From an optimization exercise on the open Yosys and OpenROAD flow, aimed at small area, a short achievable clock period and few clock cycles per item; shortcuts taken in it are not production practice.
Only simulation tests tie the RTL to the original design; equivalence was not proved.
Power is estimated from default activity; no workload was simulated.

==> run F <==
==> flow/design.v <==
package axi_lite_pkg;
    localparam int DATA_W = 32;
    localparam int STRB_W = 4;
    localparam logic [1:0] RESP_OKAY   = 2'b00;
    localparam logic [1:0] RESP_SLVERR = 2'b10;
endpackage
module axi_lite_regfile #(
    parameter int DEPTH = 32
) (
    input  logic              i_clk,
    input  logic [axi_lite_pkg::STRB_W-1:0] i_wen,       
    input  logic [3:0]        i_wsel_lo,                 
    input  logic [DEPTH/4-1:0] i_wsel_hi,                
    input  logic [axi_lite_pkg::DATA_W-1:0] i_wdata,
    input  logic [DEPTH-1:0]  i_rsel,                    
    output logic [axi_lite_pkg::DATA_W-1:0] o_rdata    
);
    logic [axi_lite_pkg::DATA_W-1:0] r_mem [DEPTH];
    logic [axi_lite_pkg::DATA_W-1:0] w_rd;
    always_ff @(posedge i_clk) begin
        for (int k = 0; k < DEPTH; k++) begin
            for (int n = 0; n < axi_lite_pkg::STRB_W; n++) begin
                if (i_wen[n] && i_wsel_lo[k % 4] && i_wsel_hi[k / 4]) begin
                    r_mem[k][8*n +: 8] <= i_wdata[8*n +: 8];
                end
            end
        end
    end
    for (genvar b = 0; b < axi_lite_pkg::DATA_W; b++) begin : g_rd
        logic [DEPTH/8-1:0] w_oct;         
        logic [1:0]         w_half_n;
        for (genvar g = 0; g < DEPTH/8; g++) begin : g_oct
            logic [7:0] w_d;
            for (genvar j = 0; j < 8; j++) begin : g_d
                assign w_d[j] = r_mem[8*g+j][b];
            end
            axi_lite_rd_oct u_oct (.i_s(i_rsel[8*g +: 8]), .i_d(w_d), .o_y(w_oct[g]));
        end
        for (genvar h = 0; h < 2; h++) begin : g_half
            axi_lite_rd_nor2 u_half (.i_a(w_oct[2*h +: 2]), .o_y(w_half_n[h]));
        end
        axi_lite_rd_nand2 u_bit (.i_a(w_half_n), .o_y(w_rd[b]));
    end
    assign o_rdata = w_rd;
endmodule
module axi_lite_rd_oct (
    input  logic [7:0] i_s,
    input  logic [7:0] i_d,
    output logic       o_y
);
    logic [3:0] w_pair_n;
    for (genvar p = 0; p < 4; p++) begin : g_pair
        assign w_pair_n[p] = ~((i_s[2*p] & i_d[2*p]) | (i_s[2*p+1] & i_d[2*p+1]));
    end
    assign o_y = ~&w_pair_n;
endmodule
module axi_lite_rd_nor2 (
    input  logic [1:0] i_a,
    output logic       o_y
);
    assign o_y = ~|i_a;
endmodule
module axi_lite_rd_nand2 (
    input  logic [1:0] i_a,
    output logic       o_y
);
    assign o_y = ~&i_a;
endmodule
module axi_lite_slave_mem #(
    parameter int ADDR_WIDTH = 32,
    parameter int DATA_WIDTH = 32,
    parameter int DEPTH      = 32
) (
    input  logic                  s_axi_aclk,
    input  logic                  s_axi_areset,
    input  logic [ADDR_WIDTH-1:0] s_axi_awaddr,
    input  logic [2:0]            s_axi_awprot,
    input  logic                  s_axi_awvalid,
    output logic                  s_axi_awready,
    input  logic [DATA_WIDTH-1:0] s_axi_wdata,
    input  logic [3:0]            s_axi_wstrb,
    input  logic                  s_axi_wvalid,
    output logic                  s_axi_wready,
    output logic [1:0]            s_axi_bresp,
    output logic                  s_axi_bvalid,
    input  logic                  s_axi_bready,
    input  logic [ADDR_WIDTH-1:0] s_axi_araddr,
    input  logic [2:0]            s_axi_arprot,
    input  logic                  s_axi_arvalid,
    output logic                  s_axi_arready,
    output logic [DATA_WIDTH-1:0] s_axi_rdata,
    output logic [1:0]            s_axi_rresp,
    output logic                  s_axi_rvalid,
    input  logic                  s_axi_rready
);
    localparam int IDX_W = (DEPTH > 1) ? $clog2(DEPTH) : 1;
    localparam int HI_N  = DEPTH / 4;
    localparam logic [ADDR_WIDTH-3:0] DEPTH_W = (ADDR_WIDTH-2)'(DEPTH);
    logic w_unused;
    assign w_unused = ^{s_axi_awprot, s_axi_arprot, s_axi_awaddr[1:0], s_axi_araddr[1:0]};
    logic                              r_awready, r_wready, r_arready, r_bvalid, r_rvalid;
    logic                              r_awready_n, r_wready_n, r_arready_n, r_bvalid_n, r_rvalid_n;
    logic                              w_awready, w_wready, w_arready, w_bvalid, w_rvalid;
    logic                              r_aw_v, r_aw_ok;
    logic [3:0]                        r_aw_lo;       
    logic [HI_N-1:0]                   r_aw_hi;       
    logic                              r_w_v;
    logic [axi_lite_pkg::DATA_W-1:0]   r_w_data;      
    logic [axi_lite_pkg::STRB_W-1:0]   r_w_strb;
    logic [axi_lite_pkg::STRB_W-1:0]   r_wen;         
    logic                              r_berr, r_bsk_v, r_bsk_err;
    logic                              r_ar0_old, r_ar1_old;  
    logic                              r_ar0_v, r_ar0_ok, r_ar1_v, r_ar1_ok;
    logic [DEPTH-1:0]                  r_ar0_sel;     
    logic [IDX_W-1:0]                  r_ar1_idx;
    logic                              r_rerr;
    logic [axi_lite_pkg::DATA_W-1:0]   r_rdata;
    logic [axi_lite_pkg::DATA_W-1:0]   w_rf_rdata;
    assign w_awready = ~r_awready_n;
    assign w_wready  = ~r_wready_n;
    assign w_arready = ~r_arready_n;
    assign w_bvalid  = ~r_bvalid_n;
    assign w_rvalid  = ~r_rvalid_n;
    logic w_aw_hs, w_ar_hs, w_commit, w_issue;
    assign w_aw_hs  = s_axi_awvalid & w_awready;
    assign w_ar_hs  = s_axi_arvalid & w_arready;
    assign w_commit = r_aw_v & r_w_v & ~r_bsk_v & ~r_ar0_old;
    assign w_issue  = r_ar0_v & (~w_rvalid | s_axi_rready);
    logic w_aw_in_ok, w_ar_in_ok;
    assign w_aw_in_ok = (s_axi_awaddr[ADDR_WIDTH-1:2] < DEPTH_W);
    assign w_ar_in_ok = (s_axi_araddr[ADDR_WIDTH-1:2] < DEPTH_W);
    logic w_aw_v_nxt, w_w_v_nxt, w_bsk_v_nxt, w_pair_old, w_pair_new, w_commit_nxt;
    logic w_ar0_v_nxt, w_ar1_v_nxt, w_ar_shift, w_ar0_old_nxt, w_ar1_old_nxt;
    logic [axi_lite_pkg::STRB_W-1:0] w_w_strb_nxt;
    assign w_aw_v_nxt = w_awready ? s_axi_awvalid : (r_aw_v & ~w_commit);
    assign w_w_v_nxt  = w_wready  ? s_axi_wvalid  : (r_w_v  & ~w_commit);
    assign w_bsk_v_nxt = r_bsk_v ? ~(w_bvalid & s_axi_bready) : (w_commit & w_bvalid & ~s_axi_bready);
    assign w_ar_shift = ~r_ar0_v | w_issue;
    assign w_pair_old = r_aw_v & r_w_v & ~w_commit;
    assign w_pair_new = w_aw_v_nxt & w_w_v_nxt & ~w_pair_old;
    always_comb begin
        if (w_pair_new) begin
            w_ar0_old_nxt = w_ar_shift ? r_ar1_v : 1'b1;
            w_ar1_old_nxt = w_ar_shift ? 1'b0 : r_ar1_v;
        end else if (w_pair_old) begin
            w_ar0_old_nxt = w_ar_shift ? r_ar1_old : r_ar0_old;
            w_ar1_old_nxt = w_ar_shift ? 1'b0 : r_ar1_old;
        end else begin
            w_ar0_old_nxt = 1'b0;
            w_ar1_old_nxt = 1'b0;
        end
    end
    assign w_commit_nxt = w_aw_v_nxt & w_w_v_nxt & ~w_bsk_v_nxt & ~w_ar0_old_nxt;
    assign w_w_strb_nxt = w_wready ? s_axi_wstrb : r_w_strb;
    assign w_ar0_v_nxt = w_ar_shift ? (r_ar1_v | w_ar_hs) : 1'b1;
    assign w_ar1_v_nxt = w_ar_shift ? (r_ar1_v & w_ar_hs) : (r_ar1_v | w_ar_hs);
    logic w_berr_new, w_berr_sk;
    assign w_berr_new = w_commit & (~w_bvalid | s_axi_bready);
    assign w_berr_sk  = r_bsk_v & s_axi_bready;
    always_ff @(posedge s_axi_aclk) begin
        if (w_awready) begin
            r_aw_ok <= w_aw_in_ok;
        end
        if (w_wready) begin
            r_w_strb <= s_axi_wstrb;
        end
        r_berr <= (w_berr_new & ~r_aw_ok) | (w_berr_sk & r_bsk_err) | (~w_berr_new & ~w_berr_sk & r_berr);
        if (w_commit) begin
            r_bsk_err <= ~r_aw_ok;
        end
    end
    always_ff @(posedge s_axi_aclk) begin
        if (s_axi_areset) begin
            r_aw_v    <= 1'b0;
            r_w_v     <= 1'b0;
            r_w_data  <= '0;
            r_aw_lo   <= '1;
            r_aw_hi   <= '1;
            r_awready   <= 1'b1;
            r_awready_n <= 1'b0;
            r_wready    <= 1'b1;
            r_wready_n  <= 1'b0;
            r_wen     <= '1;
            r_bvalid    <= 1'b0;
            r_bvalid_n  <= 1'b1;
            r_bsk_v   <= 1'b0;
            r_ar0_old <= 1'b0;
            r_ar1_old <= 1'b0;
        end else begin
            r_aw_v    <= w_aw_v_nxt;
            r_w_v     <= w_w_v_nxt;
            if (w_wready) begin
                r_w_data <= s_axi_wdata;
            end
            if (w_awready) begin
                for (int i = 0; i < 4; i++) begin
                    r_aw_lo[i] <= s_axi_awaddr[3:2] == 2'(i);
                end
                for (int i = 0; i < HI_N; i++) begin
                    r_aw_hi[i] <= w_aw_in_ok && s_axi_awaddr[IDX_W+1:4] == (IDX_W-2)'(i);
                end
            end
            r_awready   <= ~w_aw_v_nxt | (w_w_v_nxt & ~w_bsk_v_nxt & ~w_ar0_old_nxt);
            r_awready_n <= ~(~w_aw_v_nxt | (w_w_v_nxt & ~w_bsk_v_nxt & ~w_ar0_old_nxt));
            r_wready    <= ~w_w_v_nxt  | (w_aw_v_nxt & ~w_bsk_v_nxt & ~w_ar0_old_nxt);
            r_wready_n  <= ~(~w_w_v_nxt  | (w_aw_v_nxt & ~w_bsk_v_nxt & ~w_ar0_old_nxt));
            r_wen     <= w_w_strb_nxt & {axi_lite_pkg::STRB_W{w_commit_nxt}};
            r_bvalid    <= r_bsk_v | w_commit | (w_bvalid & ~s_axi_bready);
            r_bvalid_n  <= ~(r_bsk_v | w_commit | (w_bvalid & ~s_axi_bready));
            r_bsk_v   <= w_bsk_v_nxt;
            r_ar0_old <= w_ar0_old_nxt;
            r_ar1_old <= w_ar1_old_nxt;
        end
    end
    logic [DEPTH-1:0] w_ar_in_sel, w_ar1_sel;
    always_comb begin
        for (int k = 0; k < DEPTH; k++) begin
            w_ar_in_sel[k] = s_axi_araddr[IDX_W+1:2] == IDX_W'(k);
            w_ar1_sel[k]   = r_ar1_idx == IDX_W'(k);
        end
    end
    logic             w_ld_ar1, w_ld_in, w_rd_ld, w_rerr_ld;
    logic [DEPTH-1:0] w_ar0_sel_nxt;
    assign w_ld_ar1      = w_ar_shift & r_ar1_v;
    assign w_ld_in       = w_ar_shift & ~r_ar1_v;
    assign w_ar0_sel_nxt = ({DEPTH{w_ld_ar1}} & w_ar1_sel) | ({DEPTH{w_ld_in}} & w_ar_in_sel)
                         | ({DEPTH{~w_ar_shift}} & r_ar0_sel);
    assign w_rd_ld       = ~w_rvalid | s_axi_rready;
    assign w_rerr_ld     = w_issue;
    always_ff @(posedge s_axi_aclk) begin
        r_ar0_sel <= w_ar0_sel_nxt;
        if (w_ar_shift) begin
            if (r_ar1_v) begin
                r_ar0_ok  <= r_ar1_ok;
            end else begin
                r_ar0_ok  <= w_ar_in_ok;
            end
        end
        if (w_ar_hs) begin
            r_ar1_ok  <= w_ar_in_ok;
            r_ar1_idx <= s_axi_araddr[IDX_W+1:2];
        end
    end
    always_ff @(posedge s_axi_aclk) begin
        if (s_axi_areset || (w_rd_ld && !r_ar0_ok)) begin
            r_rdata <= '0;
        end else if (w_rd_ld) begin
            r_rdata <= w_rf_rdata;
        end
        if (s_axi_areset) begin
            r_rerr  <= 1'b0;
        end else begin
            if (w_rerr_ld) begin
                r_rerr <= ~r_ar0_ok;
            end
        end
    end
    always_ff @(posedge s_axi_aclk) begin
        if (s_axi_areset) begin
            r_ar0_v   <= 1'b0;
            r_ar1_v   <= 1'b0;
            r_arready   <= 1'b1;
            r_arready_n <= 1'b0;
            r_rvalid    <= 1'b0;
            r_rvalid_n  <= 1'b1;
        end else begin
            r_ar0_v   <= w_ar0_v_nxt;
            r_ar1_v   <= w_ar1_v_nxt;
            r_arready   <= ~(w_ar0_v_nxt & w_ar1_v_nxt);
            r_arready_n <= w_ar0_v_nxt & w_ar1_v_nxt;
            r_rvalid    <= w_issue | (w_rvalid & ~s_axi_rready);
            r_rvalid_n  <= ~(w_issue | (w_rvalid & ~s_axi_rready));
        end
    end
    axi_lite_regfile #(
        .DEPTH (DEPTH)
    ) u_regfile (
        .i_clk     (s_axi_aclk),
        .i_wen     (r_wen),
        .i_wsel_lo (r_aw_lo),
        .i_wsel_hi (r_aw_hi),
        .i_wdata   (r_w_data),
        .i_rsel    (r_ar0_sel),
        .o_rdata   (w_rf_rdata)
    );
    assign s_axi_awready = r_awready;
    assign s_axi_wready  = r_wready;
    assign s_axi_bvalid  = r_bvalid;
    assign s_axi_bresp   = r_berr ? axi_lite_pkg::RESP_SLVERR : axi_lite_pkg::RESP_OKAY;
    assign s_axi_arready = r_arready;
    assign s_axi_rvalid  = r_rvalid;
    assign s_axi_rresp   = r_rerr ? axi_lite_pkg::RESP_SLVERR : axi_lite_pkg::RESP_OKAY;
    assign s_axi_rdata   = r_rdata;
endmodule
==> flow/flow/run.sh <==
#!/bin/bash
# Own layout flow: the standard flow (standard.sh, unchanged synthesis, floorplan,
# power grid and tap cells), with plain buffers for the port buffers instead of the
# delay cells buffer_ports picks on its own.
set -euo pipefail
export BUFFER_PORTS_ARGS="-buffer_cell sky130_fd_sc_hd__buf_2"
bash standard.sh finish > flow_standard.log 2>&1
==> flow/standard.sh <==
#!/bin/bash
# synth_recipe.tcl (not shown) runs the flow's synth.tcl, then flattens the netlist and writes it again
# the make line also repeats each setting of config.mk as NAME=value (left out here)
make -C /OpenROAD-flow-scripts/flow DESIGN_CONFIG=/design/flow/config.mk WORK_HOME=/design/flow/orfs CLKGATE_MAP_FILE= SYNTH_SCRIPT=/design/flow/synth_recipe.tcl "${@:-finish}"
==> flow/config.mk <==
export PLATFORM = sky130hd
export DESIGN_NAME = axi_lite_slave_mem
export DESIGN_NICKNAME = axi_lite_slave_mem
export VERILOG_FILES = /design/flow/design.v
export SDC_FILE = /design/flow/constraint.sdc
export NUM_CORES = 4
export LEC_CHECK = 0
export CAP_MARGIN = 20
export CORE_MARGIN = 2
export CORE_UTILIZATION = 40
export CTS_CLUSTER_DIAMETER = 120
export CTS_CLUSTER_SIZE = 24
export SETUP_SLACK_MARGIN = 2.0
export SLEW_MARGIN = 20
export SYNTH_HIERARCHICAL = 1
==> flow/constraint.sdc <==
create_clock -name core_clock -period 4.0 [get_ports {s_axi_aclk}]
set_input_delay 0.8000 -clock core_clock [delete_from_list [all_inputs] [get_ports {s_axi_aclk}]]
set_output_delay 0.8000 -clock core_clock [all_outputs]
set_load 0.01 [all_outputs]
==> inputs of run G, as changes to run F <==
CTS_CLUSTER_DIAMETER = 80   (was 120)
CTS_CLUSTER_SIZE = 16   (was 24)
SETUP_SLACK_MARGIN = 2.1   (was 2.0)
==> summary of the runs <==
Between run F and run G, the lower hold slack is in run F (gap 0.0037 ns).
Of run G and run F, run F has the higher clock skew (gap 0.0045 ns).
In run F the global-route usage is lower than in run G, by 0.30 points.
Combinational power is about the same in run F and run G.
In die area, run G and run F do not differ.
Final cell count: run F is lower than run G (1.5%).
Against run F, the clock power of run G is larger by about 28%.
In run G the clock-buffer cell count is higher than in run F, by 40.
==> figures <==
quantity	run G	run F
Timing-limited maximum frequency	520 MHz	507 MHz
Worst-margin pin slew	0.867 ns	1.05 ns
Setup Buffers After CTS	12	0
Post-layout min period	1.92 ns	1.97 ns
Comb pwr share	0.049	0.052
Sum of met3 wire segment lengths after detailed routing	11100 um	10300 um
Number of cells on the worst reg-to-reg path	7	1
Reg-to-reg endpoint	r_rdata[9]	u_regfile.r_mem[28][21]
Power Combinational	1.16 mW	1.14 mW
Routed length on met1	46300 um	46100 um
Number of global-route vias before repair	24.3k	23.9k
First drt pass iteration count	6	5
Status	complete, no violations	complete, no violations
Layout area overhead	13.3%	10.2%
Clkbuf count	141	101
Setup crit end	s_axi_rdata[23]	u_regfile.r_mem[28][21]
Worst-path clk slew	0.07 ns	0.10 ns
Net switching power of the design	5.23 mW	4.85 mW
Testbench counts of run F, summed over its fixed seeds: cycles 8,024, items 16,000.
Testbench counts of run G, summed over its fixed seeds: cycles 8,024, items 16,000.

==> port drivers added, routing unchanged <==
The flow's constraints put no driver on any port. The routed layouts listed below were extracted and timed again, unchanged, in two steps.
Step 1: set_driving_cell puts a clkbuf_16 on s_axi_aclk and a buf_2 on each other input, an assumption about the parent block.
Step 2 moves the port delays by t, midway between the first and last clock arrival at a register: inputs arrive t later, outputs are due t later. That takes back most of the time a late clock gives input paths.
Three values: ideal, step 1, step 2; two values: the first two.
| run | shift t [ns] | slack for setup (ns) | worst setup path at the end | worst slew at a driven data input, ns | pins driven straight from the clock port |
|---|---|---|---|---|---|
| run F | 0.698 | 2.026 / 1.980 / 1.546 | input to register | 0.16 | 1 |
| run G | 0.703 | 2.075 / 2.006 / 1.539 | input to register | 0.15 | 1 |
After both steps setup and hold are still met in every run listed. For run G, which loses most, drivers alone change the setup slack by -0.069 ns; drivers and shift together by -0.536 ns.
